From an optimization exercise on the open Yosys and OpenROAD flow, aimed at small area, a short achievable clock period and few clock cycles per item; shortcuts taken in it are not production practice. Function was not checked in any run shown here: the RTL went through the layout flow alone. No activity file was given, so power comes from the tool's default toggle rates.

## flow/design.v (module list and top-level ports; edited modules follow where they fit)
// module csa_fa: 9 lines
// module csa_ha: 8 lines
// module binary_neuron: 877 lines
module binary_neuron (
    input  logic                    clk,
    input  logic                    reset,
    input  logic                    in_valid,
    output logic                    in_ready,
    input  logic [320:0]            in_req,
    output logic                    out_valid,
    input  logic                    out_ready,
    output logic [9:0]              out_sum
);
  // ...
==> flow/flow/run.sh <==
#!/bin/bash
# The standard layout (standard.sh: ORFS synthesis to final layout), with
# two changes:
#  - the input and output ports are buffered with the smallest buffer,
#    sky130_fd_sc_hd__buf_1, instead of the cell buffer_ports picks by default
#    (clkdlybuf4s50_1); later repair steps may still resize them;
#  - clock tree synthesis adds no dummy loads to the clock tree.
set -euo pipefail
export BUFFER_PORTS_ARGS="-buffer_cell sky130_fd_sc_hd__buf_1"
export CTS_ARGS="-sink_clustering_enable -repair_clock_nets -buf_list sky130_fd_sc_hd__clkbuf_8 -dont_use_dummy_load"
bash standard.sh > standard_flow.log 2>&1
==> flow/standard.sh <==
#!/bin/bash
# synth_recipe.tcl (not shown) runs the flow's synth.tcl, then flattens the netlist and writes it again
# the make line also repeats each setting of config.mk as NAME=value (left out here)
make -C /OpenROAD-flow-scripts/flow DESIGN_CONFIG=/design/flow/config.mk WORK_HOME=/design/flow/orfs CLKGATE_MAP_FILE= SYNTH_SCRIPT=/design/flow/synth_recipe.tcl "${@:-finish}"
==> flow/config.mk <==
export PLATFORM = sky130hd
export DESIGN_NAME = binary_neuron
export DESIGN_NICKNAME = binary_neuron
export VERILOG_FILES = /design/flow/design.v
export SDC_FILE = /design/flow/constraint.sdc
export NUM_CORES = 4
export LEC_CHECK = 0
export CAP_MARGIN = 20
export CORE_MARGIN = 2
export CORE_UTILIZATION = 40
export CTS_BUF_LIST = sky130_fd_sc_hd__clkbuf_8
export SLEW_MARGIN = 20
export SYNTH_HIERARCHICAL = 1
export SYNTH_MINIMUM_KEEP_SIZE = 0
==> flow/constraint.sdc <==
create_clock -name core_clock -period 6.0 [get_ports {clk}]
set_input_delay 1.2000 -clock core_clock [delete_from_list [all_inputs] [get_ports {clk}]]
set_output_delay 1.2000 -clock core_clock [all_outputs]
set_load 0.01 [all_outputs]
==> impl_results.md, run 1 <==
- Status: complete, no violations
- Switch share: 0.421
- Synth cell types: 27
- Vias in the first global route: ~8700
- Top-area cell type share of the netlist area: 0.404
- Crit path max fanout: 4
- CTS Root Cell: clkbuf_8
- CP delay by family, top: adder cells
- Initial core utilization: 0.406
- Tightest Pin Transition: between 0.6 and 0.7 ns
- Synth Area in XOR/XNOR: 0.145
- Clock transition at the registers of the reported paths: approximately 0.08 ns
- Min Hold Slack: 0.451 ns
- CP endpoint: r1_s361
- Post-DP Area: roughly 0.014 mm^2
- CP Buf/Inv Count: 1
- Grt met1 use: 0.250
- Hold Crit Start: stage_valid[1]
- Gr ovfl total: 0
- Post-route setup slack: between 2 and 3 ns
- Met2 Use GR: 0.368
- Area Growth Syn to Fin: 16.4%
- Crit path cell chain: buf_1 -> nor3_1 -> nor2_1 -> xnor2_1 -> fa_1 -> fa_1 -> fa_1
- Internal power: slightly above 4 mW
- Hold_buf cts: 0
- Reg2reg end: r2_s391
- Metal-1 WL: roughly 12000 um
- Comb power frac: 0.646
- Design area: approximately 0.014 mm^2
- Clk sink count: between 100 and 150
- Synthesized flop and latch total: between 100 and 150
- Adder-cell area share of the yosys netlist: 0.421
- Most used DFF post-synth: dfxtp_1
- Hold crit path type: register to register
==> run 2, diff against run 1 <==
--- a/flow/design.v
+++ b/flow/design.v
@@ -215,17 +215,17 @@
     wire q3_61 = ~(in_req[76] ^ (~in_req[3] & (in_req[73] | in_req[74] | in_req[75])));
     wire p1_62 = in_req[70] ^ (~in_req[2] & in_req[69]);
     wire p2_62 = in_req[71] ^ (~in_req[2] & (in_req[69] | in_req[70]));
     wire q3_62 = ~(in_req[72] ^ (~in_req[2] & (in_req[69] | in_req[70] | in_req[71])));
     wire p1_63 = in_req[66] ^ (~in_req[1] & in_req[65]);
     wire p2_63 = in_req[67] ^ (~in_req[1] & (in_req[65] | in_req[66]));
     wire q3_63 = ~(in_req[68] ^ (~in_req[1] & (in_req[65] | in_req[66] | in_req[67])));
     logic r1_s57, r1_s59, r1_s61, r1_s135, r1_c58, r1_c60, r1_c62, r1_s137, r1_s139, r1_s141, r1_s143, r1_s145, r1_s147, r1_s149, r1_s229, r1_s231, r1_c138, r1_c140, r1_c142, r1_c144, r1_c146, r1_s233, r1_s235, r1_c148, r1_c150, r1_s237, r1_s239, r1_s241, r1_s243, r1_s245, r1_s247, r1_s249, r1_s341, r1_c234, r1_c236, r1_c238, r1_c240, r1_c242, r1_c244, r1_c246, r1_s343, r1_s345, r1_s347, r1_c248, r1_c250, r1_s349, r1_s351, r1_s353, r1_s355, r1_s357, r1_s359, r1_s361, r1_s405, r1_c344, r1_c346, r1_c348, r1_c350, r1_c352, r1_c354, r1_c356, r1_c358, r1_s407, r1_s409, r1_c360, r1_c362, r1_s411, r1_s413, r1_s415, r1_s417, r1_s419, r1_c404, r1_c406, r1_c408, r1_c410, r1_c412, r1_c414, r1_c416, r1_c418, r1_c420, r1_s453, r1_s455, r1_c454, r1_c456;
-    logic r2_s447, r2_c392, r2_s449, r2_c448, r2_s475, r2_c450, r2_s477, r2_s489, r2_c476, r2_s491, r2_c478, r2_c492, r2_s499, r2_c498, r2_c500, r2_s63, r2_s157, r2_s271, r2_s391, r2_s159;
+    logic r2_s447, r2_c392, r2_s449, r2_s477, r2_s479, r2_c478, r2_s493, r2_c480, r2_c492, r2_s499, r2_c494, r2_c498, r2_c500, r2_s63, r2_s157, r2_s271, r2_s391, r2_s159;
     wire s1 = ~(in_req[317] ^ in_req[313]);
     wire c2 = in_req[317] | in_req[313];
     wire s3, c4;
     csa_fa u_s3 (.a(in_req[309]), .b(in_req[305]), .c(in_req[301]), .s(s3), .co(c4));
     wire s5, c6;
     csa_fa u_s5 (.a(in_req[297]), .b(in_req[293]), .c(in_req[289]), .s(s5), .co(c6));
     wire s7, c8;
     csa_fa u_s7 (.a(in_req[285]), .b(in_req[281]), .c(in_req[277]), .s(s7), .co(c8));
@@ -695,39 +695,39 @@
     csa_fa u_s471 (.a(c434), .b(c436), .c(c438), .s(s471), .co(c472));
     wire s473, c474;
     csa_fa u_s473 (.a(s465), .b(c440), .c(s467), .s(s473), .co(c474));
     wire s475, c476;
     csa_fa u_s475 (.a(c442), .b(s469), .c(c444), .s(s475), .co(c476));
     wire s477, c478;
     csa_fa u_s477 (.a(s471), .b(s473), .c(c446), .s(s477), .co(c478));
     wire s479, c480;
-    csa_fa u_s479 (.a(r2_c448), .b(r2_s475), .c(r2_c450), .s(s479), .co(c480));
+    csa_fa u_s479 (.a(c448), .b(s475), .c(c450), .s(s479), .co(c480));
     wire s481, c482;
-    csa_fa u_s481 (.a(r2_s477), .b(c452), .c(s479), .s(s481), .co(c482));
+    csa_fa u_s481 (.a(r2_s477), .b(c452), .c(r2_s479), .s(s481), .co(c482));
     wire s483 = ~(r1_c454 ^ r1_c456);
     wire c484 = r1_c454 | r1_c456;
     wire s485, c486;
     csa_fa u_s485 (.a(c458), .b(c460), .c(c462), .s(s485), .co(c486));
     wire s487, c488;
     csa_fa u_s487 (.a(s483), .b(c464), .c(c466), .s(s487), .co(c488));
     wire s489, c490;
     csa_fa u_s489 (.a(c468), .b(s485), .c(c470), .s(s489), .co(c490));
     wire s491, c492;
     csa_fa u_s491 (.a(c472), .b(s487), .c(c474), .s(s491), .co(c492));
     wire s493, c494;
-    csa_fa u_s493 (.a(r2_s489), .b(r2_c476), .c(r2_s491), .s(s493), .co(c494));
+    csa_fa u_s493 (.a(s489), .b(c476), .c(s491), .s(s493), .co(c494));
     wire s495, c496;
-    csa_fa u_s495 (.a(r2_c478), .b(s493), .c(c480), .s(s495), .co(c496));
+    csa_fa u_s495 (.a(r2_c478), .b(r2_s493), .c(r2_c480), .s(s495), .co(c496));
     wire s497 = ~(c484 ^ c486);
     wire c498 = c484 | c486;
     wire s499, c500;
     csa_fa u_s499 (.a(c488), .b(s497), .c(c490), .s(s499), .co(c500));
     wire s501, c502;
-    csa_fa u_s501 (.a(r2_c492), .b(r2_s499), .c(c494), .s(s501), .co(c502));
+    csa_fa u_s501 (.a(r2_c492), .b(r2_s499), .c(r2_c494), .s(s501), .co(c502));
     wire s503 = ~(r2_c498 ^ r2_c500);
     wire c504 = r2_c498 | r2_c500;
     wire [9:0] row_a = {c504, s503, s501, s495, s481, s451, r2_s391, r2_s271, r2_s157, r2_s63};
     wire [9:0] row_b = {1'b0, c502, c496, c482, 1'b0, 1'b0, 1'b0, 1'b0, r2_s159, 1'b0};
     wire [9:0] total = row_a + row_b;
     logic         accept, pop;
     logic [2:0] pending, pending_next;
     assign accept = in_valid && in_ready;
@@ -839,26 +839,24 @@
         r1_s455 <= s455;
         r1_c454 <= c454;
         r1_c456 <= c456;
     end
     always_ff @(posedge clk) begin
         r2_s447 <= s447;
         r2_c392 <= c392;
         r2_s449 <= s449;
-        r2_c448 <= c448;
-        r2_s475 <= s475;
-        r2_c450 <= c450;
         r2_s477 <= s477;
-        r2_s489 <= s489;
-        r2_c476 <= c476;
-        r2_s491 <= s491;
+        r2_s479 <= s479;
         r2_c478 <= c478;
+        r2_s493 <= s493;
+        r2_c480 <= c480;
         r2_c492 <= c492;
         r2_s499 <= s499;
+        r2_c494 <= c494;
         r2_c498 <= c498;
         r2_c500 <= c500;
         r2_s63 <= s63;
         r2_s157 <= s157;
         r2_s271 <= s271;
         r2_s391 <= s391;
         r2_s159 <= s159;
     end
==> run 2 against run 1 <==
Largest power group unchanged. Global-route usage is 0.057 points lower. First-iteration DRC count fell by 7.4%. Clock skew is 0.0080 ns higher. Register-to-register slack worse by 0.29 ns. Count of clock-buffer cells in the layout unchanged. Design area shrank 0.29%. Sequential share of layout area down 0.22 points. Sequential power shrank 3%. Critical endpoint is now r2_s479. Utilization about the same.
==> impl_results.md, run 2 <==
- Status: complete, no violations
- Reg2reg setup slack: roughly 2.8 ns
- First-pass GRT wire length: between 40000 and 50000 um
- Arr. time, crit path: 3.51 ns
- # setup viols final: 0
- Tcrit/Tclk final: 0.534
- LEAKAGE: between 5 and 6 nW
- Setup CP Type: register to register
- DR iter-0 viols: between 300 and 400
- Number of H-tree levels: 4
- Total CTS buffers: 17
- ANT nets after route: 0
- Biggest register: q_data
- Gate Count Post-Synth: around 1000
- Top cells by count, synth: 243 x fa_1, 204 x nor2_1, 134 x xnor2_1, 115 x dfxtp_1
- Clk sink count: 145 (-1.4%)
- Commonest non-fill, non-tap cell in the layout: buf_1
- Hold_buf cts: 0 (unchanged)
- Number of flip-flops in the largest register: 30
- CP endpoint: r2_s479
- Largest net degree at the start of global routing: 17
- CTS tree: yes
- Max-cap violations: 0
- Most common cell in the netlist: fa_1
- Drt wl/cell: 17.0 um
- IO Count: between 300 and 400
- Syn_area_per_cell: between 10 and 15 um^2
- Fill count: 2797
- Most used DFF post-synth: dfxtp_1
- Total chip power: 7.27 mW
- Die Span Y: approximately 180 um
- Initial core utilization: 0.406 (about the same)
- Setup TNS: 0 ns
- CTS Root Cell: clkbuf_8
- Post-synth top area cell: fa_1
- Non-filler cells, final: 1765
- # port buffers: around 340
- Synthesized flop and latch total: 145 (-1.4%)
- Most frequent cells in the layout: 336 x buf_1, 243 x fa_1, 204 x nor2_1
- Mapped cell area: around 0.012 mm^2
- Synth cell types: 27 (unchanged)
- Reg-to-reg startpoint: r1_c138
- Async SR Flop Fraction: 0
- Number of synthesized flops with an enable pin: 30
- Top-area cell type share of the netlist area: 0.406 (+0.00135)
- Synth area leaders: fa_1 41%, dfxtp_1 19%, xnor2_1 9.8%
- Clk Latency, worst-skew pair: approximately 0.44 ns
- PostCTS Resize Cnt: 0
- Drt pass-1 iters: 7
- Nets@finish: ~2000
- DIE AREA: between 0.03 and 0.04 mm^2
- Worst Setup End Kind: register
- Register area share after synthesis: 0.267
- Drt total wl: 30000 um
- Post-CTS setup buffer count: 0
- Detailed-route via count: between 8000 and 9000
- Clock buffer depth: 2
- Worst EP required: around 6.3 ns
- Vias in the first global route: 8835 (+1.2%)
- DRC: 0
- Clock transition at the registers of the reported paths: 0.08 ns (about the same)
- Initial antenna violation count: 0
- Reg2reg end: r2_s479
- GRT Resource Usage Total: 0.201
- Hold crit path type: register to register
- Worst vdd rail ir drop: 0.559 mV
- Share of cells above drive strength 1: 0.0145
- Final HPWL DP: ~27000 um
- Layout Skew: 0.0299 ns
- Minimum clock period: about 3.2 ns
- Core area: roughly 0.030 mm^2
- CP startpoint kind: register
- Chip Width: approximately 180 um
- Unrepaired setup endpoints after global routing: false
- Slew HR: 0.601
- Hold Vio Cnt, Final: 0
- FMAX: between 0.3 and 0.4 GHz
- Gr ovfl total: 0 (unchanged)
- Max Slew Vio Count: 0
- Worst R2R Path Depth: 6
- Worst Setup SP: r1_c138
- # diodes: 0
- Vias per cell: 4.65
- YS warnings: 8
- Pwr Density: between 500 and 600 mW/mm^2
- Gpl congestion: slightly below 0.9
- Area Growth Syn to Fin: 16.4% (about the same)
- Placed insts: ~1700
- Post-synthesis net count: 1610
- Tightest Pin Transition: 0.598 ns (-0.0124 ns)
- Crit path max fanout: 1 (-3)
- Std cell rows: 63
## run 2: changes by cell type after synthesis
cell / change
dfxtp_1: -2
## run 2: worst min-delay path by stage
stage                    from              to  slack, ns  cells past startpoint
2_1_floorplan  stage_valid[1]  stage_valid[2]       0.41                      1
3_3_place_gp   stage_valid[1]  stage_valid[2]       0.42                      1
3_5_place_dp   stage_valid[1]  stage_valid[2]       0.43                      1
4_1_cts        stage_valid[1]  stage_valid[2]       0.45                      1
5_1_grt        stage_valid[1]  stage_valid[2]       0.47                      1
6_report       stage_valid[1]  stage_valid[2]       0.44                      1
## run 2: routing by layer
layer | global-route usage | wire (um) | vias to the layer above
li1 | - | - | 3937
met1 | 0.249 | 12200 | 4031
met2 | 0.368 | 16200 | 215
met3 | 0.0296 | 1130 | 26
met4 | 0.0448 | 438 | 0
met5 | 0 | 0 | -
## run 2: through the flow
step	setup slack [ns]	utilization	cell area, um^2	hold slack, ns
2_1_floorplan	2.82	-	12000	0.414
3_3_place_gp	2.48	0.464	13700	0.421
3_5_place_dp	2.43	0.464	13700	0.428
4_1_cts	2.80	0.472	14000	0.448
5_1_grt	2.69	0.472	14000	0.473
6_report	2.80	0.472	14000	0.443
## run 2: kinds of logic after synthesis
kind of cell | Yosys count | share of synthesized area
multiplexers | 2 | 0.00167
flip-flops | 145 | 0.267
AO/OA/AOI/OAI | 27 | 0.0175
adder cells (fa/ha/maj) | 259 | 0.422
XOR/XNOR | 199 | 0.145
AND/OR/NAND/NOR | 352 | 0.133
buffers and inverters | 42 | 0.0131
## run 2: final cells by class
| cell class | instances | area (um^2) | share of cell area |
|---|---|---|---|
| clock buffer | 17 | 234 | 0.0168 |
| inverter | 38 | 143 | 0.0102 |
| multi-input combinational | 839 | 8630 | 0.618 |
| sequential | 145 | 3200 | 0.229 |
| tap | 390 | 488 | 0.0349 |
| timing repair buffer | 336 | 1260 | 0.0903 |
## run 2: worst max-delay path, cell delays in order, from the launching register on
cell     delay (ns)
dfxtp_1        0.40
fa_1           0.46
fa_1           0.46
fa_1           0.50
fa_1           0.40
fa_1           0.42
fa_1           0.42
## run 2: power by group
group	internal (mW)	total [mW]	switching, mW
sequential	1.65	1.92	0.265
combinational	2.29	4.80	2.51
clock	0.249	0.552	0.303
## run 2: modules after synthesis (local to each module, per instance)
module / area (um^2) / flops+latches / times used / cells inside
binary_neuron: 7130 / 145 / 1 / 783
csa_fa: 20.0 / 0 / 243 / 1

==> static timing again, ports no longer ideal <==
How much do the figures lean on ideal ports? The routed layouts below were timed once more, with nothing changed but the port constraints. Step 1 assumes that a clkbuf_16 drives the clock port and a buf_2 every other input. Step 2 adds t to the input delays and takes it off the output delays; t is the mean of the earliest and latest rising clock arrival at the registers after step 1. Input paths then give back, and output paths get back, about the clock's delay inside the block. Slacks: ideal / step 1 / step 2; pairs: ideal / step 1.
run | t, ns | slack for setup (ns) | worst hold slack (ns) | worst setup path after step 2 | slew at the worst register clock pin (ns)
run 1 | 0.462 | 2.928 / 2.947 / 2.485 | 0.451 / 0.451 / 0.451 | input to register | 0.08 / 0.08
run 2 | 0.459 | 2.798 / 2.798 / 2.466 | 0.443 / 0.443 / 0.443 | input to register | 0.08 / 0.08
After both steps every run listed still meets setup and hold. The setup slack of run 1, which loses most, moves by +0.019 ns with the drivers and by -0.443 ns with both steps.
